Context: an optimization exercise on an open-source flow, tuned for small area, a short achievable clock period and few clock cycles per item. The choices shown serve that exercise and are no tape-out recipe. Where RTL was checked, it was by simulation tests only, not by an equivalence proof against the original. Function not checked in run 2: the RTL went through the layout flow alone.

$ cat flow/constraint.sdc
create_clock -name core_clock -period 7.5 [get_ports {clk}]
set_input_delay 1.5000 -clock core_clock [delete_from_list [all_inputs] [get_ports {clk}]]
set_output_delay 1.5000 -clock core_clock [all_outputs]
set_load 0.01 [all_outputs]
$ cat flow/design.v
`timescale 1ns / 1ps
package rpc_pkg;
	localparam int GUARD_BITS = 16;
	localparam int XW = 33;
	localparam int ZW = 32;
	function automatic logic [31:0] turn_atan(input int i);
		case (i)
			0: turn_atan = 32'h20000000;
			1: turn_atan = 32'h12E4051E;
			2: turn_atan = 32'h09FB385B;
			3: turn_atan = 32'h051111D4;
			4: turn_atan = 32'h028B0D43;
			5: turn_atan = 32'h0145D7E1;
			6: turn_atan = 32'h00A2F61E;
			7: turn_atan = 32'h00517C55;
			8: turn_atan = 32'h0028BE53;
			9: turn_atan = 32'h00145F2F;
			10: turn_atan = 32'h000A2F98;
			11: turn_atan = 32'h000517CC;
			12: turn_atan = 32'h00028BE6;
			13: turn_atan = 32'h000145F3;
			14: turn_atan = 32'h0000A2FA;
			15: turn_atan = 32'h0000517D;
			default: turn_atan = 32'h00000000;
		endcase
	endfunction
endpackage
`timescale 1ns / 1ps
module rpc_cordic_stage #(
	parameter int SHIFT = 0,
	parameter logic [31:0] ATAN = 32'h20000000
) (
	input  logic                             clk,
	input  logic                             en,
	input  logic                             mode_in,
	input  logic                             ccw_in,
	input  logic signed [rpc_pkg::XW-1:0]    x_in,
	input  logic signed [rpc_pkg::XW-1:0]    y_in,
	input  logic        [rpc_pkg::ZW-1:0]    z_in,
	output logic                             mode_out,
	output logic                             ccw_out,
	output logic signed [rpc_pkg::XW-1:0]    x_out,
	output logic signed [rpc_pkg::XW-1:0]    y_out,
	output logic        [rpc_pkg::ZW-1:0]    z_out
);
	localparam int XW = rpc_pkg::XW;
	localparam int ZW = rpc_pkg::ZW;
	localparam logic [ZW-1:0] ATAN_P = ATAN;
	localparam logic [ZW-1:0] ATAN_N = -ATAN;
	logic ccw;
	logic signed [XW-1:0] dx;
	logic signed [XW-1:0] dy;
	logic [XW:0] x_sum;
	logic [XW:0] y_sum;
	logic [ZW-1:0] z_nx;
	always_comb begin
		ccw = ccw_in;
		dx = y_in >>> SHIFT;
		dy = x_in >>> SHIFT;
		x_sum = {x_in, 1'b1} + {dx ^ {XW{ccw}}, ccw};
		y_sum = {y_in, 1'b1} + {dy ^ {XW{!ccw}}, !ccw};
		z_nx = z_in + (ccw ? ATAN_N : ATAN_P);
	end
	always_ff @(posedge clk) begin
		if (en) begin
			mode_out <= mode_in;
			x_out <= x_sum[XW:1];
			y_out <= y_sum[XW:1];
			z_out <= z_nx;
		end
	end
	always_ff @(posedge clk) begin
		if (en) begin
			ccw_out <= mode_in ? !z_nx[ZW-1] : y_sum[XW];
		end else begin
			ccw_out <= mode_out ? !z_out[ZW-1] : y_out[XW-1];
		end
	end
endmodule
module rpc_gain_csa (
	input  logic [15:0] a,
	input  logic        f,
	output logic [32:0] s_hi,
	output logic [32:0] c_hi,
	output logic        cin
);
	logic w1;
	logic w2;
	logic w3;
	logic w4;
	logic w5;
	logic w6;
	logic w7;
	logic w8;
	logic w9;
	logic w10;
	logic w11;
	logic w12;
	logic w13;
	logic w14;
	logic w15;
	logic w16;
	logic w17;
	logic w18;
	logic w19;
	logic w20;
	logic w21;
	logic w22;
	logic w23;
	logic w24;
	logic w25;
	logic w26;
	logic w27;
	logic w28;
	logic w29;
	logic w30;
	logic w31;
	logic w32;
	logic w33;
	logic w34;
	logic w35;
	logic w36;
	logic w37;
	logic w38;
	logic w39;
	logic w40;
	logic w41;
	logic w42;
	logic w43;
	logic w44;
	logic w45;
	logic w46;
	logic w47;
	logic w48;
	logic w49;
	logic w50;
	logic w51;
	logic w52;
	logic w53;
	logic w54;
	logic w55;
	logic w56;
	logic w57;
	logic w58;
	logic w59;
	logic w60;
	logic w61;
	logic w62;
	logic w63;
	logic w64;
	logic w65;
	logic w66;
	logic w67;
	logic w68;
	logic w69;
	logic w70;
	logic w71;
	logic w72;
	logic w73;
	logic w74;
	logic w75;
	logic w76;
	logic w77;
	logic w78;
	logic w79;
	logic w80;
	logic w81;
	logic w82;
	logic w83;
	logic w84;
	logic w85;
	logic w86;
	logic w87;
	logic w88;
	logic w89;
	logic w90;
	logic w91;
	logic w92;
	logic w93;
	logic w94;
	logic w95;
	logic w96;
	logic w97;
	logic w98;
	logic w99;
	logic w100;
	logic w101;
	logic w102;
	logic w103;
	logic w104;
	logic w105;
	logic w106;
	logic w107;
	logic w108;
	logic w109;
	logic w110;
	logic w111;
	logic w112;
	logic w113;
	logic w114;
	logic w115;
	logic w116;
	logic w117;
	logic w118;
	logic w119;
	logic w120;
	logic w121;
	logic w122;
	logic w123;
	logic w124;
	logic w125;
	logic w126;
	logic w127;
	logic w128;
	logic w129;
	logic w130;
	logic w131;
	logic w132;
	logic w133;
	logic w134;
	logic w135;
	logic w136;
	logic w137;
	logic w138;
	logic w139;
	logic w140;
	logic w141;
	logic w142;
	logic w143;
	logic w144;
	logic w145;
	logic w146;
	logic w147;
	logic w148;
	logic w149;
	logic w150;
	logic w151;
	logic w152;
	logic w153;
	logic w154;
	logic w155;
	logic w156;
	logic w157;
	logic w158;
	logic w159;
	logic w160;
	logic w161;
	logic w162;
	logic w163;
	logic w164;
	logic w165;
	logic w166;
	logic w167;
	logic w168;
	logic w169;
	logic w170;
	logic w171;
	logic w172;
	logic w173;
	logic w174;
	logic w175;
	logic w176;
	logic w177;
	logic w178;
	logic w179;
	logic w180;
	logic w181;
	logic w182;
	logic w183;
	logic w184;
	logic w185;
	logic w186;
	logic w187;
	logic w188;
	logic w189;
	logic w190;
	logic w191;
	logic w192;
	logic w193;
	logic w194;
	logic w195;
	logic w196;
	logic w197;
	logic w198;
	logic w199;
	logic w200;
	logic w201;
	logic w202;
	logic w203;
	logic w204;
	logic w205;
	logic w206;
	logic w207;
	logic w208;
	logic w209;
	logic w210;
	logic w211;
	logic w212;
	logic w213;
	logic w214;
	logic w215;
	logic w216;
	logic w217;
	logic w218;
	logic w219;
	logic w220;
	logic w221;
	logic w222;
	logic w223;
	logic w224;
	logic w225;
	logic w226;
	logic w227;
	logic w228;
	logic w229;
	logic w230;
	logic w231;
	logic w232;
	logic w233;
	logic w234;
	logic w235;
	logic w236;
	logic w237;
	logic w238;
	logic w239;
	logic w240;
	logic w241;
	logic w242;
	logic w243;
	logic w244;
	logic w245;
	logic w246;
	logic w247;
	logic w248;
	logic w249;
	logic w250;
	logic w251;
	logic w252;
	logic w253;
	logic w254;
	logic w255;
	logic w256;
	logic w257;
	logic w258;
	logic w259;
	logic w260;
	logic w261;
	logic w262;
	logic w263;
	logic w264;
	logic w265;
	logic w266;
	logic w267;
	logic w268;
	logic w269;
	logic w270;
	logic w271;
	logic w272;
	logic w273;
	logic w274;
	logic w275;
	logic w276;
	logic w277;
	logic w278;
	logic w279;
	logic w280;
	logic [13:0] lo_s;
	logic [13:0] lo_c;
	logic [14:0] lo_sum;
	assign w1 = (a[15] ^ f) ^ ~(a[12] ^ f);
	assign w2 = (a[15] ^ f) & ~(a[12] ^ f);
	assign w3 = ~(a[13] ^ f) ^ ~(a[10] ^ f);
	assign w4 = ~(a[13] ^ f) & ~(a[10] ^ f);
	assign w5 = ~(a[14] ^ f) ^ ~(a[11] ^ f) ^ (a[7] ^ f);
	assign w6 = (~(a[14] ^ f) & ~(a[11] ^ f)) | (~(a[14] ^ f) & (a[7] ^ f)) | (~(a[11] ^ f) & (a[7] ^ f));
	assign w7 = (a[15] ^ f) ^ ~(a[12] ^ f) ^ (a[8] ^ f);
	assign w8 = ((a[15] ^ f) & ~(a[12] ^ f)) | ((a[15] ^ f) & (a[8] ^ f)) | (~(a[12] ^ f) & (a[8] ^ f));
	assign w9 = ~(a[13] ^ f) ^ (a[9] ^ f);
	assign w10 = ~(a[13] ^ f) & (a[9] ^ f);
	assign w11 = ~(a[14] ^ f) ^ (a[10] ^ f) ^ (a[8] ^ f);
	assign w12 = (~(a[14] ^ f) & (a[10] ^ f)) | (~(a[14] ^ f) & (a[8] ^ f)) | ((a[10] ^ f) & (a[8] ^ f));
	assign w13 = (a[15] ^ f) ^ (a[11] ^ f) ^ (a[9] ^ f);
	assign w14 = ((a[15] ^ f) & (a[11] ^ f)) | ((a[15] ^ f) & (a[9] ^ f)) | ((a[11] ^ f) & (a[9] ^ f));
	assign w15 = (a[12] ^ f) ^ (a[10] ^ f);
	assign w16 = (a[12] ^ f) & (a[10] ^ f);
	assign w17 = (a[13] ^ f) ^ (a[11] ^ f) ^ ~(a[9] ^ f);
	assign w18 = ((a[13] ^ f) & (a[11] ^ f)) | ((a[13] ^ f) & ~(a[9] ^ f)) | ((a[11] ^ f) & ~(a[9] ^ f));
	assign w19 = (a[14] ^ f) ^ (a[12] ^ f) ^ ~(a[10] ^ f);
	assign w20 = ((a[14] ^ f) & (a[12] ^ f)) | ((a[14] ^ f) & ~(a[10] ^ f)) | ((a[12] ^ f) & ~(a[10] ^ f));
	assign w21 = ~(a[15] ^ f) ^ (a[13] ^ f) ^ ~(a[11] ^ f);
	assign w22 = (~(a[15] ^ f) & (a[13] ^ f)) | (~(a[15] ^ f) & ~(a[11] ^ f)) | ((a[13] ^ f) & ~(a[11] ^ f));
	assign w23 = (a[14] ^ f) ^ ~(a[12] ^ f) ^ ~(a[9] ^ f);
	assign w24 = ((a[14] ^ f) & ~(a[12] ^ f)) | ((a[14] ^ f) & ~(a[9] ^ f)) | (~(a[12] ^ f) & ~(a[9] ^ f));
	assign w25 = ~(a[15] ^ f) ^ ~(a[13] ^ f) ^ ~(a[10] ^ f);
	assign w26 = (~(a[15] ^ f) & ~(a[13] ^ f)) | (~(a[15] ^ f) & ~(a[10] ^ f)) | (~(a[13] ^ f) & ~(a[10] ^ f));
	assign w27 = ~(a[14] ^ f) ^ ~(a[11] ^ f);
	assign w28 = ~(a[14] ^ f) & ~(a[11] ^ f);
	assign w29 = (a[10] ^ f) ^ ~(a[6] ^ f);
	assign w30 = (a[10] ^ f) & ~(a[6] ^ f);
	assign w31 = (a[11] ^ f) ^ ~(a[7] ^ f);
	assign w32 = (a[11] ^ f) & ~(a[7] ^ f);
	assign w33 = (a[12] ^ f) ^ ~(a[8] ^ f);
	assign w34 = (a[12] ^ f) & ~(a[8] ^ f);
	assign w35 = (a[13] ^ f) ^ ~(a[9] ^ f) ^ ~(a[6] ^ f);
	assign w36 = ((a[13] ^ f) & ~(a[9] ^ f)) | ((a[13] ^ f) & ~(a[6] ^ f)) | (~(a[9] ^ f) & ~(a[6] ^ f));
	assign w37 = (a[14] ^ f) ^ ~(a[10] ^ f) ^ ~(a[7] ^ f);
	assign w38 = ((a[14] ^ f) & ~(a[10] ^ f)) | ((a[14] ^ f) & ~(a[7] ^ f)) | (~(a[10] ^ f) & ~(a[7] ^ f));
	assign w39 = ~(a[4] ^ f) ^ (a[0] ^ f);
	assign w40 = ~(a[4] ^ f) & (a[0] ^ f);
	assign w41 = ~(a[15] ^ f) ^ ~(a[11] ^ f) ^ ~(a[8] ^ f);
	assign w42 = (~(a[15] ^ f) & ~(a[11] ^ f)) | (~(a[15] ^ f) & ~(a[8] ^ f)) | (~(a[11] ^ f) & ~(a[8] ^ f));
	assign w43 = ~(a[5] ^ f) ^ (a[1] ^ f) ^ 1'b1;
	assign w44 = (~(a[5] ^ f) & (a[1] ^ f)) | (~(a[5] ^ f) & 1'b1) | ((a[1] ^ f) & 1'b1);
	assign w45 = ~(a[12] ^ f) ^ ~(a[9] ^ f) ^ ~(a[6] ^ f);
	assign w46 = (~(a[12] ^ f) & ~(a[9] ^ f)) | (~(a[12] ^ f) & ~(a[6] ^ f)) | (~(a[9] ^ f) & ~(a[6] ^ f));
	assign w47 = (a[2] ^ f) ^ (a[0] ^ f) ^ ~f;
	assign w48 = ((a[2] ^ f) & (a[0] ^ f)) | ((a[2] ^ f) & ~f) | ((a[0] ^ f) & ~f);
	assign w49 = ~(a[13] ^ f) ^ ~(a[10] ^ f) ^ ~(a[7] ^ f);
	assign w50 = (~(a[13] ^ f) & ~(a[10] ^ f)) | (~(a[13] ^ f) & ~(a[7] ^ f)) | (~(a[10] ^ f) & ~(a[7] ^ f));
	assign w51 = (a[3] ^ f) ^ (a[1] ^ f) ^ ~f;
	assign w52 = ((a[3] ^ f) & (a[1] ^ f)) | ((a[3] ^ f) & ~f) | ((a[1] ^ f) & ~f);
	assign w53 = ~(a[14] ^ f) ^ ~(a[11] ^ f) ^ ~(a[8] ^ f);
	assign w54 = (~(a[14] ^ f) & ~(a[11] ^ f)) | (~(a[14] ^ f) & ~(a[8] ^ f)) | (~(a[11] ^ f) & ~(a[8] ^ f));
	assign w55 = (a[4] ^ f) ^ (a[2] ^ f) ^ ~(a[0] ^ f);
	assign w56 = ((a[4] ^ f) & (a[2] ^ f)) | ((a[4] ^ f) & ~(a[0] ^ f)) | ((a[2] ^ f) & ~(a[0] ^ f));
	assign w57 = w1 ^ ~(a[9] ^ f) ^ (a[5] ^ f);
	assign w58 = (w1 & ~(a[9] ^ f)) | (w1 & (a[5] ^ f)) | (~(a[9] ^ f) & (a[5] ^ f));
	assign w59 = (a[3] ^ f) ^ ~(a[1] ^ f) ^ 1'b1;
	assign w60 = ((a[3] ^ f) & ~(a[1] ^ f)) | ((a[3] ^ f) & 1'b1) | (~(a[1] ^ f) & 1'b1);
	assign w61 = w2 ^ w3 ^ (a[6] ^ f);
	assign w62 = (w2 & w3) | (w2 & (a[6] ^ f)) | (w3 & (a[6] ^ f));
	assign w63 = (a[4] ^ f) ^ ~(a[2] ^ f) ^ 1'b1;
	assign w64 = ((a[4] ^ f) & ~(a[2] ^ f)) | ((a[4] ^ f) & 1'b1) | (~(a[2] ^ f) & 1'b1);
	assign w65 = w4 ^ w5 ^ (a[5] ^ f);
	assign w66 = (w4 & w5) | (w4 & (a[5] ^ f)) | (w5 & (a[5] ^ f));
	assign w67 = ~(a[3] ^ f) ^ ~(a[0] ^ f) ^ f;
	assign w68 = (~(a[3] ^ f) & ~(a[0] ^ f)) | (~(a[3] ^ f) & f) | (~(a[0] ^ f) & f);
	assign w69 = w6 ^ w7 ^ (a[6] ^ f);
	assign w70 = (w6 & w7) | (w6 & (a[6] ^ f)) | (w7 & (a[6] ^ f));
	assign w71 = ~(a[4] ^ f) ^ ~(a[1] ^ f) ^ ~f;
	assign w72 = (~(a[4] ^ f) & ~(a[1] ^ f)) | (~(a[4] ^ f) & ~f) | (~(a[1] ^ f) & ~f);
	assign w73 = w8 ^ w9 ^ (a[7] ^ f);
	assign w74 = (w8 & w9) | (w8 & (a[7] ^ f)) | (w9 & (a[7] ^ f));
	assign w75 = ~(a[5] ^ f) ^ ~(a[2] ^ f) ^ 1'b1;
	assign w76 = (~(a[5] ^ f) & ~(a[2] ^ f)) | (~(a[5] ^ f) & 1'b1) | (~(a[2] ^ f) & 1'b1);
	assign w77 = w10 ^ w11 ^ ~(a[6] ^ f);
	assign w78 = (w10 & w11) | (w10 & ~(a[6] ^ f)) | (w11 & ~(a[6] ^ f));
	assign w79 = ~(a[3] ^ f) ^ ~(a[0] ^ f) ^ f;
	assign w80 = (~(a[3] ^ f) & ~(a[0] ^ f)) | (~(a[3] ^ f) & f) | (~(a[0] ^ f) & f);
	assign w81 = w12 ^ w13 ^ ~(a[7] ^ f);
	assign w82 = (w12 & w13) | (w12 & ~(a[7] ^ f)) | (w13 & ~(a[7] ^ f));
	assign w83 = ~(a[4] ^ f) ^ ~(a[1] ^ f) ^ ~f;
	assign w84 = (~(a[4] ^ f) & ~(a[1] ^ f)) | (~(a[4] ^ f) & ~f) | (~(a[1] ^ f) & ~f);
	assign w85 = w14 ^ w15 ^ ~(a[8] ^ f);
	assign w86 = (w14 & w15) | (w14 & ~(a[8] ^ f)) | (w15 & ~(a[8] ^ f));
	assign w87 = ~(a[5] ^ f) ^ ~(a[2] ^ f) ^ 1'b1;
	assign w88 = (~(a[5] ^ f) & ~(a[2] ^ f)) | (~(a[5] ^ f) & 1'b1) | (~(a[2] ^ f) & 1'b1);
	assign w89 = w16 ^ w17 ^ ~(a[6] ^ f);
	assign w90 = (w16 & w17) | (w16 & ~(a[6] ^ f)) | (w17 & ~(a[6] ^ f));
	assign w91 = ~(a[3] ^ f) ^ (a[0] ^ f) ^ ~f;
	assign w92 = (~(a[3] ^ f) & (a[0] ^ f)) | (~(a[3] ^ f) & ~f) | ((a[0] ^ f) & ~f);
	assign w93 = w18 ^ w19 ^ ~(a[7] ^ f);
	assign w94 = (w18 & w19) | (w18 & ~(a[7] ^ f)) | (w19 & ~(a[7] ^ f));
	assign w95 = ~(a[4] ^ f) ^ (a[1] ^ f) ^ ~f;
	assign w96 = (~(a[4] ^ f) & (a[1] ^ f)) | (~(a[4] ^ f) & ~f) | ((a[1] ^ f) & ~f);
	assign w97 = w20 ^ w21 ^ ~(a[8] ^ f);
	assign w98 = (w20 & w21) | (w20 & ~(a[8] ^ f)) | (w21 & ~(a[8] ^ f));
	assign w99 = ~(a[5] ^ f) ^ (a[2] ^ f) ^ (a[0] ^ f);
	assign w100 = (~(a[5] ^ f) & (a[2] ^ f)) | (~(a[5] ^ f) & (a[0] ^ f)) | ((a[2] ^ f) & (a[0] ^ f));
	assign w101 = w22 ^ w23 ^ ~(a[6] ^ f);
	assign w102 = (w22 & w23) | (w22 & ~(a[6] ^ f)) | (w23 & ~(a[6] ^ f));
	assign w103 = (a[3] ^ f) ^ (a[1] ^ f) ^ ~f;
	assign w104 = ((a[3] ^ f) & (a[1] ^ f)) | ((a[3] ^ f) & ~f) | ((a[1] ^ f) & ~f);
	assign w105 = w24 ^ w25 ^ ~(a[7] ^ f);
	assign w106 = (w24 & w25) | (w24 & ~(a[7] ^ f)) | (w25 & ~(a[7] ^ f));
	assign w107 = (a[4] ^ f) ^ (a[2] ^ f) ^ f;
	assign w108 = ((a[4] ^ f) & (a[2] ^ f)) | ((a[4] ^ f) & f) | ((a[2] ^ f) & f);
	assign w109 = w26 ^ w27 ^ ~(a[8] ^ f);
	assign w110 = (w26 & w27) | (w26 & ~(a[8] ^ f)) | (w27 & ~(a[8] ^ f));
	assign w111 = (a[5] ^ f) ^ (a[3] ^ f) ^ 1'b1;
	assign w112 = ((a[5] ^ f) & (a[3] ^ f)) | ((a[5] ^ f) & 1'b1) | ((a[3] ^ f) & 1'b1);
	assign w113 = w28 ^ (a[15] ^ f) ^ ~(a[12] ^ f);
	assign w114 = (w28 & (a[15] ^ f)) | (w28 & ~(a[12] ^ f)) | ((a[15] ^ f) & ~(a[12] ^ f));
	assign w115 = ~(a[9] ^ f) ^ (a[6] ^ f) ^ (a[4] ^ f);
	assign w116 = (~(a[9] ^ f) & (a[6] ^ f)) | (~(a[9] ^ f) & (a[4] ^ f)) | ((a[6] ^ f) & (a[4] ^ f));
	assign w117 = ~(a[13] ^ f) ^ ~(a[10] ^ f) ^ (a[7] ^ f);
	assign w118 = (~(a[13] ^ f) & ~(a[10] ^ f)) | (~(a[13] ^ f) & (a[7] ^ f)) | (~(a[10] ^ f) & (a[7] ^ f));
	assign w119 = (a[5] ^ f) ^ 1'b1;
	assign w120 = (a[5] ^ f) & 1'b1;
	assign w121 = ~(a[14] ^ f) ^ ~(a[11] ^ f) ^ (a[8] ^ f);
	assign w122 = (~(a[14] ^ f) & ~(a[11] ^ f)) | (~(a[14] ^ f) & (a[8] ^ f)) | (~(a[11] ^ f) & (a[8] ^ f));
	assign w123 = (a[6] ^ f) ^ 1'b1;
	assign w124 = (a[6] ^ f) & 1'b1;
	assign w125 = (a[15] ^ f) ^ ~(a[12] ^ f) ^ (a[9] ^ f);
	assign w126 = ((a[15] ^ f) & ~(a[12] ^ f)) | ((a[15] ^ f) & (a[9] ^ f)) | (~(a[12] ^ f) & (a[9] ^ f));
	assign w127 = ~(a[13] ^ f) ^ (a[10] ^ f);
	assign w128 = ~(a[13] ^ f) & (a[10] ^ f);
	assign w129 = ~(a[14] ^ f) ^ (a[11] ^ f);
	assign w130 = ~(a[14] ^ f) & (a[11] ^ f);
	assign w131 = (a[7] ^ f) ^ ~(a[3] ^ f);
	assign w132 = (a[7] ^ f) & ~(a[3] ^ f);
	assign w133 = (a[8] ^ f) ^ ~(a[4] ^ f);
	assign w134 = (a[8] ^ f) & ~(a[4] ^ f);
	assign w135 = (a[9] ^ f) ^ ~(a[5] ^ f);
	assign w136 = (a[9] ^ f) & ~(a[5] ^ f);
	assign w137 = w29 ^ ~(a[3] ^ f) ^ ~(a[0] ^ f);
	assign w138 = (w29 & ~(a[3] ^ f)) | (w29 & ~(a[0] ^ f)) | (~(a[3] ^ f) & ~(a[0] ^ f));
	assign w139 = w30 ^ w31 ^ ~(a[4] ^ f);
	assign w140 = (w30 & w31) | (w30 & ~(a[4] ^ f)) | (w31 & ~(a[4] ^ f));
	assign w141 = w32 ^ w33 ^ ~(a[5] ^ f);
	assign w142 = (w32 & w33) | (w32 & ~(a[5] ^ f)) | (w33 & ~(a[5] ^ f));
	assign w143 = w34 ^ w35 ^ ~(a[3] ^ f);
	assign w144 = (w34 & w35) | (w34 & ~(a[3] ^ f)) | (w35 & ~(a[3] ^ f));
	assign w145 = w36 ^ w37 ^ w39;
	assign w146 = (w36 & w37) | (w36 & w39) | (w37 & w39);
	assign w147 = w38 ^ w40 ^ w41;
	assign w148 = (w38 & w40) | (w38 & w41) | (w40 & w41);
	assign w149 = w42 ^ w44 ^ w45;
	assign w150 = (w42 & w44) | (w42 & w45) | (w44 & w45);
	assign w151 = w46 ^ w48 ^ w49;
	assign w152 = (w46 & w48) | (w46 & w49) | (w48 & w49);
	assign w153 = w50 ^ w52 ^ w53;
	assign w154 = (w50 & w52) | (w50 & w53) | (w52 & w53);
	assign w155 = w54 ^ w56 ^ w57;
	assign w156 = (w54 & w56) | (w54 & w57) | (w56 & w57);
	assign w157 = w58 ^ w60 ^ w61;
	assign w158 = (w58 & w60) | (w58 & w61) | (w60 & w61);
	assign w159 = w62 ^ w64 ^ w65;
	assign w160 = (w62 & w64) | (w62 & w65) | (w64 & w65);
	assign w161 = w66 ^ w68 ^ w69;
	assign w162 = (w66 & w68) | (w66 & w69) | (w68 & w69);
	assign w163 = w70 ^ w72 ^ w73;
	assign w164 = (w70 & w72) | (w70 & w73) | (w72 & w73);
	assign w165 = w74 ^ w76 ^ w77;
	assign w166 = (w74 & w76) | (w74 & w77) | (w76 & w77);
	assign w167 = w78 ^ w80 ^ w81;
	assign w168 = (w78 & w80) | (w78 & w81) | (w80 & w81);
	assign w169 = w82 ^ w84 ^ w85;
	assign w170 = (w82 & w84) | (w82 & w85) | (w84 & w85);
	assign w171 = w86 ^ w88 ^ w89;
	assign w172 = (w86 & w88) | (w86 & w89) | (w88 & w89);
	assign w173 = w90 ^ w92 ^ w93;
	assign w174 = (w90 & w92) | (w90 & w93) | (w92 & w93);
	assign w175 = w94 ^ w96 ^ w97;
	assign w176 = (w94 & w96) | (w94 & w97) | (w96 & w97);
	assign w177 = w98 ^ w100 ^ w101;
	assign w178 = (w98 & w100) | (w98 & w101) | (w100 & w101);
	assign w179 = w102 ^ w104 ^ w105;
	assign w180 = (w102 & w104) | (w102 & w105) | (w104 & w105);
	assign w181 = w106 ^ w108 ^ w109;
	assign w182 = (w106 & w108) | (w106 & w109) | (w108 & w109);
	assign w183 = w110 ^ w112 ^ w113;
	assign w184 = (w110 & w112) | (w110 & w113) | (w112 & w113);
	assign w185 = w114 ^ w116 ^ w117;
	assign w186 = (w114 & w116) | (w114 & w117) | (w116 & w117);
	assign w187 = w118 ^ w120 ^ w121;
	assign w188 = (w118 & w120) | (w118 & w121) | (w120 & w121);
	assign w189 = w122 ^ w124 ^ w125;
	assign w190 = (w122 & w124) | (w122 & w125) | (w124 & w125);
	assign w191 = w126 ^ w127 ^ (a[8] ^ f);
	assign w192 = (w126 & w127) | (w126 & (a[8] ^ f)) | (w127 & (a[8] ^ f));
	assign w193 = w128 ^ w129 ^ (a[9] ^ f);
	assign w194 = (w128 & w129) | (w128 & (a[9] ^ f)) | (w129 & (a[9] ^ f));
	assign w195 = w130 ^ (a[15] ^ f) ^ (a[12] ^ f);
	assign w196 = (w130 & (a[15] ^ f)) | (w130 & (a[12] ^ f)) | ((a[15] ^ f) & (a[12] ^ f));
	assign w197 = (a[13] ^ f) ^ (a[11] ^ f);
	assign w198 = (a[13] ^ f) & (a[11] ^ f);
	assign w199 = (a[14] ^ f) ^ (a[12] ^ f);
	assign w200 = (a[14] ^ f) & (a[12] ^ f);
	assign w201 = (a[4] ^ f) ^ ~(a[0] ^ f);
	assign w202 = (a[4] ^ f) & ~(a[0] ^ f);
	assign w203 = (a[5] ^ f) ^ ~(a[1] ^ f);
	assign w204 = (a[5] ^ f) & ~(a[1] ^ f);
	assign w205 = (a[6] ^ f) ^ ~(a[2] ^ f);
	assign w206 = (a[6] ^ f) & ~(a[2] ^ f);
	assign w207 = w131 ^ ~(a[0] ^ f) ^ ~f;
	assign w208 = (w131 & ~(a[0] ^ f)) | (w131 & ~f) | (~(a[0] ^ f) & ~f);
	assign w209 = w132 ^ w133 ^ ~(a[1] ^ f);
	assign w210 = (w132 & w133) | (w132 & ~(a[1] ^ f)) | (w133 & ~(a[1] ^ f));
	assign w211 = w134 ^ w135 ^ ~(a[2] ^ f);
	assign w212 = (w134 & w135) | (w134 & ~(a[2] ^ f)) | (w135 & ~(a[2] ^ f));
	assign w213 = w136 ^ w137 ^ ~f;
	assign w214 = (w136 & w137) | (w136 & ~f) | (w137 & ~f);
	assign w215 = w138 ^ w139 ^ ~(a[1] ^ f);
	assign w216 = (w138 & w139) | (w138 & ~(a[1] ^ f)) | (w139 & ~(a[1] ^ f));
	assign w217 = w140 ^ w141 ^ ~(a[2] ^ f);
	assign w218 = (w140 & w141) | (w140 & ~(a[2] ^ f)) | (w141 & ~(a[2] ^ f));
	assign w219 = w142 ^ w143 ^ 1'b1;
	assign w220 = (w142 & w143) | (w142 & 1'b1) | (w143 & 1'b1);
	assign w221 = w144 ^ w145 ^ f;
	assign w222 = (w144 & w145) | (w144 & f) | (w145 & f);
	assign w223 = w146 ^ w147 ^ w43;
	assign w224 = (w146 & w147) | (w146 & w43) | (w147 & w43);
	assign w225 = w148 ^ w149 ^ w47;
	assign w226 = (w148 & w149) | (w148 & w47) | (w149 & w47);
	assign w227 = w150 ^ w151 ^ w51;
	assign w228 = (w150 & w151) | (w150 & w51) | (w151 & w51);
	assign w229 = w152 ^ w153 ^ w55;
	assign w230 = (w152 & w153) | (w152 & w55) | (w153 & w55);
	assign w231 = w154 ^ w155 ^ w59;
	assign w232 = (w154 & w155) | (w154 & w59) | (w155 & w59);
	assign w233 = w156 ^ w157 ^ w63;
	assign w234 = (w156 & w157) | (w156 & w63) | (w157 & w63);
	assign w235 = w158 ^ w159 ^ w67;
	assign w236 = (w158 & w159) | (w158 & w67) | (w159 & w67);
	assign w237 = w160 ^ w161 ^ w71;
	assign w238 = (w160 & w161) | (w160 & w71) | (w161 & w71);
	assign w239 = w162 ^ w163 ^ w75;
	assign w240 = (w162 & w163) | (w162 & w75) | (w163 & w75);
	assign w241 = w164 ^ w165 ^ w79;
	assign w242 = (w164 & w165) | (w164 & w79) | (w165 & w79);
	assign w243 = w166 ^ w167 ^ w83;
	assign w244 = (w166 & w167) | (w166 & w83) | (w167 & w83);
	assign w245 = w168 ^ w169 ^ w87;
	assign w246 = (w168 & w169) | (w168 & w87) | (w169 & w87);
	assign w247 = w170 ^ w171 ^ w91;
	assign w248 = (w170 & w171) | (w170 & w91) | (w171 & w91);
	assign w249 = w172 ^ w173 ^ w95;
	assign w250 = (w172 & w173) | (w172 & w95) | (w173 & w95);
	assign w251 = w174 ^ w175 ^ w99;
	assign w252 = (w174 & w175) | (w174 & w99) | (w175 & w99);
	assign w253 = w176 ^ w177 ^ w103;
	assign w254 = (w176 & w177) | (w176 & w103) | (w177 & w103);
	assign w255 = w178 ^ w179 ^ w107;
	assign w256 = (w178 & w179) | (w178 & w107) | (w179 & w107);
	assign w257 = w180 ^ w181 ^ w111;
	assign w258 = (w180 & w181) | (w180 & w111) | (w181 & w111);
	assign w259 = w182 ^ w183 ^ w115;
	assign w260 = (w182 & w183) | (w182 & w115) | (w183 & w115);
	assign w261 = w184 ^ w185 ^ w119;
	assign w262 = (w184 & w185) | (w184 & w119) | (w185 & w119);
	assign w263 = w186 ^ w187 ^ w123;
	assign w264 = (w186 & w187) | (w186 & w123) | (w187 & w123);
	assign w265 = w188 ^ w189 ^ (a[7] ^ f);
	assign w266 = (w188 & w189) | (w188 & (a[7] ^ f)) | (w189 & (a[7] ^ f));
	assign w267 = w190 ^ w191 ^ 1'b1;
	assign w268 = (w190 & w191) | (w190 & 1'b1) | (w191 & 1'b1);
	assign w269 = w192 ^ w193 ^ 1'b1;
	assign w270 = (w192 & w193) | (w192 & 1'b1) | (w193 & 1'b1);
	assign w271 = w194 ^ w195 ^ (a[10] ^ f);
	assign w272 = (w194 & w195) | (w194 & (a[10] ^ f)) | (w195 & (a[10] ^ f));
	assign w273 = w196 ^ w197 ^ 1'b1;
	assign w274 = (w196 & w197) | (w196 & 1'b1) | (w197 & 1'b1);
	assign w275 = w198 ^ w199 ^ 1'b1;
	assign w276 = (w198 & w199) | (w198 & 1'b1) | (w199 & 1'b1);
	assign w277 = w200 ^ ~(a[15] ^ f) ^ (a[13] ^ f);
	assign w278 = (w200 & ~(a[15] ^ f)) | (w200 & (a[13] ^ f)) | (~(a[15] ^ f) & (a[13] ^ f));
	assign w279 = (a[14] ^ f) ^ 1'b1;
	assign w280 = (a[14] ^ f) & 1'b1;
	assign s_hi = {1'b1, 1'b1, w280, w278, w276, w274, w272, w270, w268, w266, w264, w262, w260, w258, w256, w254, w252, w250, w248, w246, w244, w242, w240, w238, w236, w234, w232, w230, w228, w226, w224, w222, w220};
	assign c_hi = {1'b0, 1'b0, ~(a[15] ^ f), w279, w277, w275, w273, w271, w269, w267, w265, w263, w261, w259, w257, w255, w253, w251, w249, w247, w245, w243, w241, w239, w237, w235, w233, w231, w229, w227, w225, w223, w221};
	assign lo_s = {w218, w216, w214, w212, w210, w208, w206, w204, w202, w201, (a[3] ^ f), (a[2] ^ f), (a[1] ^ f), (a[0] ^ f)};
	assign lo_c = {w219, w217, w215, w213, w211, w209, w207, w205, w203, ~f, 1'b0, 1'b0, 1'b0, 1'b0};
	assign lo_sum = {1'b0, lo_s} + {1'b0, lo_c};
	assign cin = lo_sum[14];
endmodule
`timescale 1ns / 1ps
module rect_polar_converter_top #(
	parameter int CORDIC_STAGES = 16,
	parameter int VALUE_WIDTH = 16
) (
	input  logic                         clk,
	input  logic                         arst_n,
	input  logic                         in_valid,
	output logic                         in_ready,
	input  logic                         mode,
	input  logic signed [VALUE_WIDTH-1:0] first_value,
	input  logic signed [VALUE_WIDTH-1:0] second_value,
	output logic                         out_valid,
	input  logic                         out_ready,
	output logic signed [VALUE_WIDTH:0]   first_result,
	output logic signed [VALUE_WIDTH-1:0] second_result
);
	localparam int W = VALUE_WIDTH;
	localparam int N = CORDIC_STAGES;
	localparam int XW = rpc_pkg::XW;
	localparam int ZW = rpc_pkg::ZW;
	localparam int G = rpc_pkg::GUARD_BITS;
	localparam int L = N + 2;
	localparam logic [ZW-1:0] Z_ZERO = 32'hB8F9ADE6;   
	localparam logic signed [W:0] MAG_HI = 17'sd46341;
	logic stall_q;
	logic adv;
	logic vq [0:L];
	assign adv = !stall_q;
	assign in_ready = adv;
	logic flip_in;
	logic m0;
	logic f0;
	logic [W-1:0] a0;
	logic [W-1:0] b0;
	always_comb begin
		flip_in = mode ? ((!second_value[W-1] && second_value[W-2] && (second_value[W-3:0] != '0))
		                  || (second_value[W-1] && !second_value[W-2]))
		               : first_value[W-1];
	end
	always_ff @(posedge clk) begin
		if (adv) begin
			m0 <= mode;
			f0 <= flip_in;
			a0 <= first_value;
			b0 <= second_value;
		end
	end
	logic [W-1:0] yb;
	logic fy;
	logic zero0;
	logic [ZW-1:0] z_init;
	logic [XW-1:0] sx_w, cx_w, sy_w, cy_w;
	logic cix_w, ciy_w;
	always_comb begin
		yb = m0 ? '0 : b0;
		fy = !m0 && f0;
		zero0 = (a0 == '0) && (b0 == '0);
		if (m0) begin
			z_init = {b0[W-1] ^ f0, b0[W-2:0], 16'd0};
		end else if (zero0) begin
			z_init = Z_ZERO;
		end else begin
			z_init = {f0, 15'd0, 16'h8000};
		end
	end
	rpc_gain_csa u_gx (.a(a0), .f(f0), .s_hi(sx_w), .c_hi(cx_w), .cin(cix_w));
	rpc_gain_csa u_gy (.a(yb), .f(fy), .s_hi(sy_w), .c_hi(cy_w), .cin(ciy_w));
	logic m1;
	logic [XW-1:0] sx1, cx1, sy1, cy1;
	logic cix1, ciy1;
	logic [ZW-1:0] z1;
	always_ff @(posedge clk) begin
		if (adv) begin
			m1 <= m0;
			sx1 <= sx_w;
			cx1 <= cx_w;
			cix1 <= cix_w;
			sy1 <= sy_w;
			cy1 <= cy_w;
			ciy1 <= ciy_w;
			z1 <= z_init;
		end
	end
	logic [XW:0] x_add;
	logic [XW:0] y_add;
	always_comb begin
		x_add = {sx1, 1'b1} + {cx1, cix1};
		y_add = {sy1, 1'b1} + {cy1, ciy1};
	end
	logic rm [0:N];
	logic rc [0:N];
	logic signed [XW-1:0] rx [0:N];
	logic signed [XW-1:0] ry [0:N];
	logic [ZW-1:0] rz [0:N];
	logic m2;
	logic c2;
	logic signed [XW-1:0] x2;
	logic signed [XW-1:0] y2;
	logic [ZW-1:0] z2;
	always_ff @(posedge clk) begin
		if (adv) begin
			m2 <= m1;
			x2 <= x_add[XW:1];
			y2 <= y_add[XW:1];
			z2 <= z1;
		end
	end
	always_ff @(posedge clk) begin
		if (adv) begin
			c2 <= m1 ? !z1[ZW-1] : y_add[XW];
		end else begin
			c2 <= m2 ? !z2[ZW-1] : y2[XW-1];
		end
	end
	assign rm[0] = m2;
	assign rc[0] = c2;
	assign rx[0] = x2;
	assign ry[0] = y2;
	assign rz[0] = z2;
	for (genvar k = 0; k < N; k++) begin : g_rot
		rpc_cordic_stage #(
			.SHIFT(k),
			.ATAN(rpc_pkg::turn_atan(k))
		) u_stage (
			.clk(clk),
			.en(adv),
			.mode_in(rm[k]),
			.ccw_in(rc[k]),
			.x_in(rx[k]),
			.y_in(ry[k]),
			.z_in(rz[k]),
			.mode_out(rm[k+1]),
			.ccw_out(rc[k+1]),
			.x_out(rx[k+1]),
			.y_out(ry[k+1]),
			.z_out(rz[k+1])
		);
	end
	always_ff @(posedge clk or negedge arst_n) begin
		if (!arst_n) begin
			for (int i = 0; i <= L; i++) begin
				vq[i] <= 1'b0;
			end
		end else if (adv) begin
			vq[0] <= in_valid;
			for (int i = 1; i <= L; i++) begin
				vq[i] <= vq[i-1];
			end
		end
	end
	logic [XW-1:0] ux_full;
	logic [XW-1:0] uy_full;
	logic signed [W:0] ux;
	logic signed [W:0] uy;
	logic signed [W:0] res_first;
	logic signed [W-1:0] res_second;
	always_comb begin
		ux_full = rx[N] + XW'(1 << (G - 1));
		uy_full = ry[N] + XW'(1 << (G - 1));
		ux = $signed(ux_full[XW-1:G]);
		uy = $signed(uy_full[XW-1:G]);
		res_first = (ux > MAG_HI) ? MAG_HI : ux;
		if (rm[N]) begin
			res_second = (uy > 17'sd32767) ? 16'sd32767
			           : (uy < -17'sd32768) ? -16'sd32768 : uy[W-1:0];
		end else begin
			res_second = rz[N][ZW-1:ZW-W];
		end
	end
	logic push;
	logic pop;
	logic hv, sv;
	logic hv_nx, sv_nx;
	logic signed [W:0] h_first, s_first;
	logic signed [W-1:0] h_second, s_second;
	always_comb begin
		push = adv && vq[L];
		pop = hv && out_ready;
		if (pop || !hv) begin
			hv_nx = sv || push;
			sv_nx = sv && push;
		end else begin
			hv_nx = 1'b1;
			sv_nx = sv || push;
		end
	end
	always_ff @(posedge clk or negedge arst_n) begin
		if (!arst_n) begin
			hv <= 1'b0;
			sv <= 1'b0;
			stall_q <= 1'b0;
		end else begin
			hv <= hv_nx;
			sv <= sv_nx;
			stall_q <= hv_nx && sv_nx;
		end
	end
	always_ff @(posedge clk) begin
		if (pop || !hv) begin
			if (sv) begin
				h_first <= s_first;
				h_second <= s_second;
			end else begin
				h_first <= res_first;
				h_second <= res_second;
			end
		end
		if (push && (sv || (hv && !pop))) begin
			s_first <= res_first;
			s_second <= res_second;
		end
	end
	assign out_valid = hv;
	assign first_result = h_first;
	assign second_result = h_second;
endmodule
$ cat flow/config.mk
export PLATFORM = sky130hd
export DESIGN_NAME = rect_polar_converter_top
export DESIGN_NICKNAME = rect_polar_converter_top
export VERILOG_FILES = /design/flow/design.v
export SDC_FILE = /design/flow/constraint.sdc
export NUM_CORES = 4
export LEC_CHECK = 0
export CAP_MARGIN = 20
export CORE_MARGIN = 2
export CORE_UTILIZATION = 40
export CTS_CLUSTER_DIAMETER = 100
export CTS_CLUSTER_SIZE = 30
export SETUP_SLACK_MARGIN = 4.5
export SLEW_MARGIN = 20
export TNS_END_PERCENT = 0
$ cat flow/run.sh
#!/bin/bash
# synth_recipe.tcl (not shown) runs the flow's synth.tcl, then flattens the netlist and writes it again
# the make line also repeats each setting of config.mk as NAME=value (left out here)
make -C /OpenROAD-flow-scripts/flow DESIGN_CONFIG=/design/flow/config.mk WORK_HOME=/design/flow/orfs CLKGATE_MAP_FILE= SYNTH_SCRIPT=/design/flow/synth_recipe.tcl finish
==> flow_metrics.tcl, run 1 <==
set metrics [dict create \
    grt-ovfl-total 0 \
    drive_above_1_share 0.06592 \
    multi_input_area_mm2 0.08710 \
    yosysSeqAreaShare 0.3868 \
    die_w_um 605.8 \
    hpwl_mm 278.0 \
    routed_via_density 5.396 \
    tritoncts "yes" \
    hold_class "register to register" \
    io_buffers 71 \
    finalClockSkew_ns 0.05829 \
    grt_max_degree 179 \
    dp_cells 18580 \
    ant_nets 0 \
    clk_latency_ns 0.84 \
    netlist_area_mm2 0.1448 \
    setup_slack_ns 3.702 \
    synth-seq-cells 1875 \
    async_flop_share 0.01173 \
    hold_viol_final 0 \
    fmax_ghz 0.2633 \
    crit_path_end_kind "register" \
    place_congestion 0.9100 \
    ctsHoldBuffers 0 \
    ys.warnings.count 29 \
    initial_core_util 0.4026 \
    fin_crit_sh 0.5064 \
    synth.largest_area_cell "edfxtp_1" \
    clk_path_buf_depth 3 \
    cp.arrival_ns 4.36 \
    antenna_found_initial 4 \
    path_clk_slew_ns 0.10 \
    critPathKind "register to register" \
    crit_path_max_fanout 4 \
    outcome "no timing/DRC/antenna violations" \
    fin_nets 15960 \
    cts_max_level 3 \
    first_pass_iters 6 \
    synth_top_flop_cell "edfxtp_1" \
    synth_fp_nets 15730 \
    dieArea_mm2 0.3670 \
    dpl_cell_area_mm2 0.1512 \
    wl_mm 362.8 \
    syn_inst 13920 \
    regArea_mm2 0.05610 \
    row_count 220 \
    ys_types 112 \
    cts_root_buf "clkbuf_16" \
    drtIter0Drc 7035 \
    synth.most_common_cell "edfxtp_1" \
    startpoint_type "register" \
    syn-mean-instance-area_um2 10.40 \
    final_area_mm2 0.1594 \
    io_pins 72 \
    fin_cells 19010 \
    detail_route.wl_per_cell_um 19.09 \
    pre_cts_ws_ns 2.633 \
    slew_headroom 0.3098 \
    grt_pass1_vias 97490 \
    synthTopCellsByArea "edfxtp_1 (38%), ha_1 (14%), xnor2_1 (9.0%)" \
    synth_commonest_cells "edfxtp_1 (1837), ha_1 (1584), xnor2_1 (1492), a21oi_1 (1242), xor2_1 (840)" \
    drc 0 \
    num_vias 102600 \
    filler_cell_count 33900 \
    max_cap_viol_count 0 \
    finalSetupTns_ns 0 \
    synth_edf_count 1837 \
    core-area_mm2 0.3598 \
    die_h_um 605.8 \
    grt_usage 0.1907 \
    syn_to_final_growth_pct 10.04 \
    crit_required_ns 8.06 \
    clock-sinks 1875 \
    drv_slew 0 \
    period_minus_slack_ns 3.798 \
    grt_pass1_wl_mm 556.9 \
    worstMarginPinSlew_ns 1.035 \
    grt_setup_unrepaired "yes" \
    setup_viol 0 \
    cts-buffers-inserted 96 \
    synth_top_area_frac 0.3808 \
]
-- per-stage QoR --
stage          hold slack (ns)  utilization
6_report                0.4258       0.4430
5_1_grt                 0.4285       0.4430
4_1_cts                 0.4227       0.4365
3_5_place_dp            0.4045       0.4204
3_3_place_gp            0.4016       0.4203
2_1_floorplan           0.4003            -
-- cell families after synthesis --
| group | synth area share |
|---|---|
| xor+xnor | 0.1411 |
| flops | 0.3868 |
| fa+ha+maj | 0.1627 |
| compound gates | 0.1813 |
| buf+inv | 0.02408 |
| simple gates | 0.09803 |
| mux | 0.005995 |
-- final timing paths --
| path | from | endpoint | slack (ns) | cells past startpoint |
|---|---|---|---|---|
| min in group asynchronous | arst_n | vq[0]$_DFFE_PN0N_ | 0.66 | 1 |
| max in group asynchronous | arst_n | stall_q$_DFF_PN0_ | 6.45 | 1 |
| worst max register to register | g_rot[1].u_stage.ccw_out$_DFF_P_ | g_rot[2].u_stage.x_out[31]$_DFFE_PN_ | 3.70 | 15 |
| worst min register to register | g_rot[9].u_stage.z_out[1]$_DFFE_PN_ | g_rot[10].u_stage.z_out[1]$_DFFE_PN_ | 0.43 | 0 |
| worst max-delay path | g_rot[1].u_stage.ccw_out$_DFF_P_ | g_rot[2].u_stage.x_out[31]$_DFFE_PN_ | 3.70 | 15 |
| worst min-delay path | g_rot[9].u_stage.z_out[1]$_DFFE_PN_ | g_rot[10].u_stage.z_out[1]$_DFFE_PN_ | 0.43 | 0 |
-- timing repair --
action | 4_1_cts | 5_1_grt
pin swaps | 22 | 81
setup buffers | 115 | 111
gates resized for setup | 164 | 262
endpoints found under the setup margin | 2484 | 1167
gates cloned | 7 | 9
-- per-layer routing --
metal	track usage	vias to the layer above	routed length [µm]
li1	-	51800	-
met1	0.2491	48440	162600
met2	0.3292	1869	173300
met3	0.01633	451	12530
met4	0.06841	0	14270
met5	0	-	0
-- sequential cells by signal, indices dropped and copies added (netlist names), 16 cells and up --
| register | cells |
|---|---|
| a0 | 16 |
| b0 | 16 |
| cx1 | 31 |
| cy1 | 31 |
| g_rot.u_stage.mode_out | 16 |
| g_rot.u_stage.x_out | 513 |
| g_rot.u_stage.y_out | 513 |
| g_rot.u_stage.z_out | 465 |
| h_first | 17 |
| h_second | 16 |
| s_first | 17 |
| s_second | 16 |
| sx1 | 31 |
| sy1 | 31 |
| vq | 19 |
| x2 | 33 |
| y2 | 33 |
| z1 | 18 |
| z2 | 18 |
-- worst max-delay path, cell delays in order, from the launching register on --
cell and delay, ns:
dfxtp_4 0.38, buf_12 0.14, buf_4 0.14, xor2_1 0.17, ha_1 0.35, a21o_1 0.17
a21o_1 0.17, a21o_1 0.16, a32o_2 0.25, a221o_2 0.44, a21oi_4 0.23, o21ai_2 0.13
or3b_1 0.36, a31o_1 0.23, a21oi_2 0.15, xnor2_1 0.07
-- cell type report --
type | count | share of cell area
clock buffer | 105 | 0.01535
clock inverter | 71 | 0.006531
timing repair buffer | 378 | 0.02570
inverter | 668 | 0.01640
antenna | 3 | 0.00004710
tap | 4773 | 0.03747
timing repair inverter | 2 | 0.0001020
multi-input combinational | 11130 | 0.5464
sequential | 1875 | 0.3520
-- cells in the final DEF, fill, tap and decap left out, types with 35 or more instances in the layout --
cell	synthesis	routed
nor2_1	786	781
ha_1	1584	1576
o21bai_1	216	213
xnor2_1	1492	1476
clkbuf_16	0	104
a21oi_1	1242	1210
fa_1	184	183
a21o_1	773	773
a31oi_1	135	122
nand4_1	115	115
buf_12	0	40
or2_2	39	39
o21ai_1	78	80
nand2b_1	232	232
clkdlybuf4s50_1	0	70
and3_1	152	150
edfxtp_1	1837	1837
o211ai_1	74	74
a211oi_1	95	75
o21a_1	252	251
mux2_2	45	45
inv_1	661	638
a211o_1	36	36
nand2_1	611	611
o31ai_1	56	44
mux2i_1	35	35
a31o_2	36	36
buf_4	4	223
nand3_1	266	264
a21oi_2	4	35
nor3_1	232	228
xor2_1	840	830
or3_1	55	54
nor2b_1	167	166
and2_1	95	81
o21ai_0	593	571
Testbench counts, summed over its fixed seeds: cycles 8,160, items 8,000.
==> run 2, diff against run 1 <==
--- a/flow/design.v
+++ b/flow/design.v
@@ -34,11 +34,13 @@
 	input  logic                             en,
 	input  logic                             mode_in,
 	input  logic                             ccw_in,
+	input  logic                             nccw_in,
 	input  logic signed [rpc_pkg::XW-1:0]    x_in,
 	input  logic signed [rpc_pkg::XW-1:0]    y_in,
 	input  logic        [rpc_pkg::ZW-1:0]    z_in,
 	output logic                             mode_out,
 	output logic                             ccw_out,
+	output logic                             nccw_out,
 	output logic signed [rpc_pkg::XW-1:0]    x_out,
 	output logic signed [rpc_pkg::XW-1:0]    y_out,
 	output logic        [rpc_pkg::ZW-1:0]    z_out
@@ -58,7 +60,7 @@
 		dx = y_in >>> SHIFT;
 		dy = x_in >>> SHIFT;
 		x_sum = {x_in, 1'b1} + {dx ^ {XW{ccw}}, ccw};
-		y_sum = {y_in, 1'b1} + {dy ^ {XW{!ccw}}, !ccw};
+		y_sum = {y_in, 1'b1} + {dy ^ {XW{nccw_in}}, nccw_in};
 		z_nx = z_in + (ccw ? ATAN_N : ATAN_P);
 	end
 	always_ff @(posedge clk) begin
@@ -76,6 +78,13 @@
 			ccw_out <= mode_out ? !z_out[ZW-1] : y_out[XW-1];
 		end
 	end
+	always_ff @(posedge clk) begin
+		if (en) begin
+			nccw_out <= mode_in ? z_nx[ZW-1] : !y_sum[XW];
+		end else begin
+			nccw_out <= mode_out ? z_out[ZW-1] : !y_out[XW-1];
+		end
+	end
 endmodule
 module rpc_gain_csa (
 	input  logic [15:0] a,
@@ -746,11 +755,13 @@
 	end
 	logic rm [0:N];
 	logic rc [0:N];
+	logic rn [0:N];
 	logic signed [XW-1:0] rx [0:N];
 	logic signed [XW-1:0] ry [0:N];
 	logic [ZW-1:0] rz [0:N];
 	logic m2;
 	logic c2;
+	logic n2;
 	logic signed [XW-1:0] x2;
 	logic signed [XW-1:0] y2;
 	logic [ZW-1:0] z2;
@@ -769,8 +780,16 @@
 			c2 <= m2 ? !z2[ZW-1] : y2[XW-1];
 		end
 	end
+	always_ff @(posedge clk) begin
+		if (adv) begin
+			n2 <= m1 ? z1[ZW-1] : !y_add[XW];
+		end else begin
+			n2 <= m2 ? z2[ZW-1] : !y2[XW-1];
+		end
+	end
 	assign rm[0] = m2;
 	assign rc[0] = c2;
+	assign rn[0] = n2;
 	assign rx[0] = x2;
 	assign ry[0] = y2;
 	assign rz[0] = z2;
@@ -783,11 +802,13 @@
 			.en(adv),
 			.mode_in(rm[k]),
 			.ccw_in(rc[k]),
+			.nccw_in(rn[k]),
 			.x_in(rx[k]),
 			.y_in(ry[k]),
 			.z_in(rz[k]),
 			.mode_out(rm[k+1]),
 			.ccw_out(rc[k+1]),
+			.nccw_out(rn[k+1]),
 			.x_out(rx[k+1]),
 			.y_out(ry[k+1]),
 			.z_out(rz[k+1])
--- a/flow/config.mk
+++ b/flow/config.mk
@@ -8,8 +8,6 @@
 export CAP_MARGIN = 20
 export CORE_MARGIN = 2
 export CORE_UTILIZATION = 40
-export CTS_CLUSTER_DIAMETER = 100
-export CTS_CLUSTER_SIZE = 30
 export SETUP_SLACK_MARGIN = 4.5
 export SLEW_MARGIN = 20
 export TNS_END_PERCENT = 0
==> run 2 against run 1 <==
- design area up 2.6%
- first-iteration DRC count shrank 9.1%
- highest routed layer unchanged
- critical path depth is 5 lower
- final cell count is 1.7% higher
- flip-flop and latch count is 16 higher
- clock skew grew 0.012 ns
- critical endpoint is now cy1[7]$_DFFE_PN_
- fmax up 0.31%
- synthesized cell count grew 0.70%
==> flow_metrics.tcl, run 2 <==
set metrics [dict create \
    outcome "no timing/DRC/antenna violations" \
    synth_top_area_frac 0.3792 \
    top_regs "g_rot.u_stage.x_out: 513 flops, g_rot.u_stage.y_out: 513 flops, g_rot.u_stage.z_out: 465 flops" \
    tritoncts "yes" \
    drv_slew 0 \
    synth_top_flop_cell "edfxtp_1" \
    dieArea_mm2 0.3685 \
    grt_pass1_vias 100500 \
    critical_path.most_common_cell "fa_1" \
    critPathSlowestCell "fa_1" \
    synth.most_common_cell "edfxtp_1" \
    fmax_ghz 0.2641 \
    drtIter0Drc 6396 \
    netlist_area_mm2 0.1455 \
    crit_path_max_fanout 25 \
    ys.warnings.count 31 \
    path_clk_slew_ns 0.06 \
    hold_class "register to register" \
    io_pins 72 \
    synthTopCellsByArea "edfxtp_1 (38%), ha_1 (14%), xor2_1 (7.6%)" \
    die_w_um 607.0 \
    worstMarginPinSlew_ns 1.040 \
    cp.arrival_ns 4.44 \
    routed_via_density 5.395 \
    crit_path_end_kind "register" \
    hpwl_mm 284.6 \
    period_minus_slack_ns 3.786 \
    synth_commonest_cells "edfxtp_1 (1837), ha_1 (1584), a21oi_1 (1274), xor2_1 (1255), xnor2_1 (1073)" \
    finalSetupTns_ns 0 \
    grt_setup_unrepaired "yes" \
    core-area_mm2 0.3622 \
    synth_fp_nets 15830 \
    hold_viol_final 0 \
    die_h_um 607.0 \
    grt_pass1_wl_mm 567.7 \
    first_pass_iters 6 \
    async_flop_share 0.01163 \
    critPathKind "register to register" \
    syn_to_final_growth_pct 12.47 \
    path_cells "buf_4, clkinvlp_4, and2_1, inv_2, fa_1, fa_1, inv_1, fa_1, inv_1, fa_1" \
    io_buffers 71 \
    cts_max_level 4 \
    hold_slack_ns 0.4122 \
    layout_commonest_cell "edfxtp_1" \
    ctsHoldBuffers 0 \
    met2WireLength_mm 186.3 \
    grt-ovfl-total 0 \
    met1_length_mm 156.2 \
    slew_headroom 0.3066 \
    synth_edf_count 1837 \
    startpoint_type "register" \
    antenna_found_initial 6 \
    num_vias 104300 \
    grt_usage 0.1944 \
    fin_nets 16150 \
    drive_above_1_share 0.07599 \
    wl_met3_mm 11.17 \
    clock-sinks 1891 \
    top_layer "met4" \
    detail_route.wl_per_cell_um 19.07 \
    grt_max_degree 189 \
    syn_inst 14020 \
    fin_crit_sh 0.5049 \
    clk_path_buf_depth 4 \
    final_cell_mix "edfxtp_1 (1837), ha_1 (1576), xor2_1 (1245), a21oi_1 (1231), xnor2_1 (1060)" \
    max_cap_viol_count 0 \
    row_count 221 \
    slowest_delay_ns 0.52 \
    finalClockSkew_ns 0.07065 \
    ys_types 110 \
    yosysSeqAreaShare 0.3874 \
    place_congestion 0.9113 \
    cts-buffers-inserted 214 \
    syn-mean-instance-area_um2 10.37 \
    ant_nets 0 \
    setup_viol 0 \
    synth-seq-cells 1891 \
    fin_util 0.4516 \
    initial_core_util 0.4016 \
    wl_mm 368.6 \
    synth.largest_area_cell "edfxtp_1" \
    cts_root_buf "clkbuf_16" \
    drc 0 \
    crit_required_ns 8.16 \
    clk_latency_ns 0.92 \
]
==> run 2: timing repair <==
action / in CTS / in global routing
pin swaps: 89 / 39
gates cloned: 13 / 1
endpoints found under the setup margin: 1312 / 1236
buffers inserted: 159 / 23
gates resized for setup: 384 / 110
==> run 2: layout make-up <==
type / count / area (µm²)
Fill cell: 33960 / 198600
Inverter: 688 / 2700
Clock buffer: 254 / 5729
Timing Repair Buffer: 344 / 3632
Tap cell: 4794 / 5998
Clock inverter: 142 / 1867
Multi-Input combinational cell: 11210 / 87200
Sequential cell: 1891 / 56450
Timing Repair inverter: 1 / 7.507
Antenna cell: 4 / 10.01
==> run 2: worst max-delay path, delay by kind of cell, from the launching register on <==
family,cells,cell delay (ns)
DFF,1,0.32
buffers and inverters,5,0.93
adders and majority gates,4,1.91
and+or+nand+nor,1,0.34
==> run 2: worst paths after layout <==
path                                       start                              endpoint  slack [ns]  cells after the start
min in group asynchronous                 arst_n                          hv$_DFF_PN0_        0.54                      1
worst min-delay path            z2[13]$_DFFE_PN_  g_rot[0].u_stage.z_out[13]$_DFFE_PN_        0.41                      0
worst min register to register  z2[13]$_DFFE_PN_  g_rot[0].u_stage.z_out[13]$_DFFE_PN_        0.41                      0
worst max register to register      m0$_DFFE_PN_                      cy1[7]$_DFFE_PN_        3.71                     10
max in group asynchronous                 arst_n                     stall_q$_DFF_PN0_        6.59                      1
worst max-delay path                m0$_DFFE_PN_                      cy1[7]$_DFFE_PN_        3.71                     10
==> run 2: logic make-up after synthesis <==
group | count (synthesis) | synth area share
muxes | 96 | 0.007053
AOI/OAI and AO/OA | 4043 | 0.1805
adders and majority gates | 1774 | 0.1620
and+or+nand+nor | 2968 | 0.09877
buffers and inverters | 921 | 0.02412
xor gates and xnor gates | 2328 | 0.1402
DFF | 1891 | 0.3874
==> run 2: stage by stage <==
stage | instances | area, µm² | worst slack, ns
3_5_place_dp | 18730 | 152000 | 2.287
2_1_floorplan | 14020 | 145500 | 1.164
3_3_place_gp | 18730 | 151900 | 2.273
6_report | 19330 | 163600 | 3.714
4_1_cts | 19300 | 163000 | 3.772
5_1_grt | 19330 | 163600 | 3.589
==> run 2: per-layer routing <==
layer	up-vias	GRT usage
met1	49540	0.2358
met5	-	0
met3	552	0.01772
met2	1716	0.3545
li1	52460	-
met4	0	0.07372

-- port drivers added, routing unchanged --
No port has a modelled driver above. Below, the same layouts with a new extraction and two added sets of constraints.
Step 1 assumes that a clkbuf_16 drives the clock port and a buf_2 every other input.
Step 2 moves the port delays by t, midway between the first and last clock arrival at a register: inputs arrive t later, outputs are due t later. That takes back most of the time a late clock gives input paths.
Three values: no drivers, after step 1, after step 2; two values: the first two.
| run | t, ns | setup slack, ns | hold WS [ns] |
|---|---|---|---|
| run 1 | 0.919 | 3.702 / 3.661 / 3.702 | 0.426 / 0.426 / 0.426 |
| run 2 | 0.998 | 3.714 / 3.714 / 3.714 | 0.412 / 0.412 / 0.412 |
After both steps setup and hold are still met in every run listed.
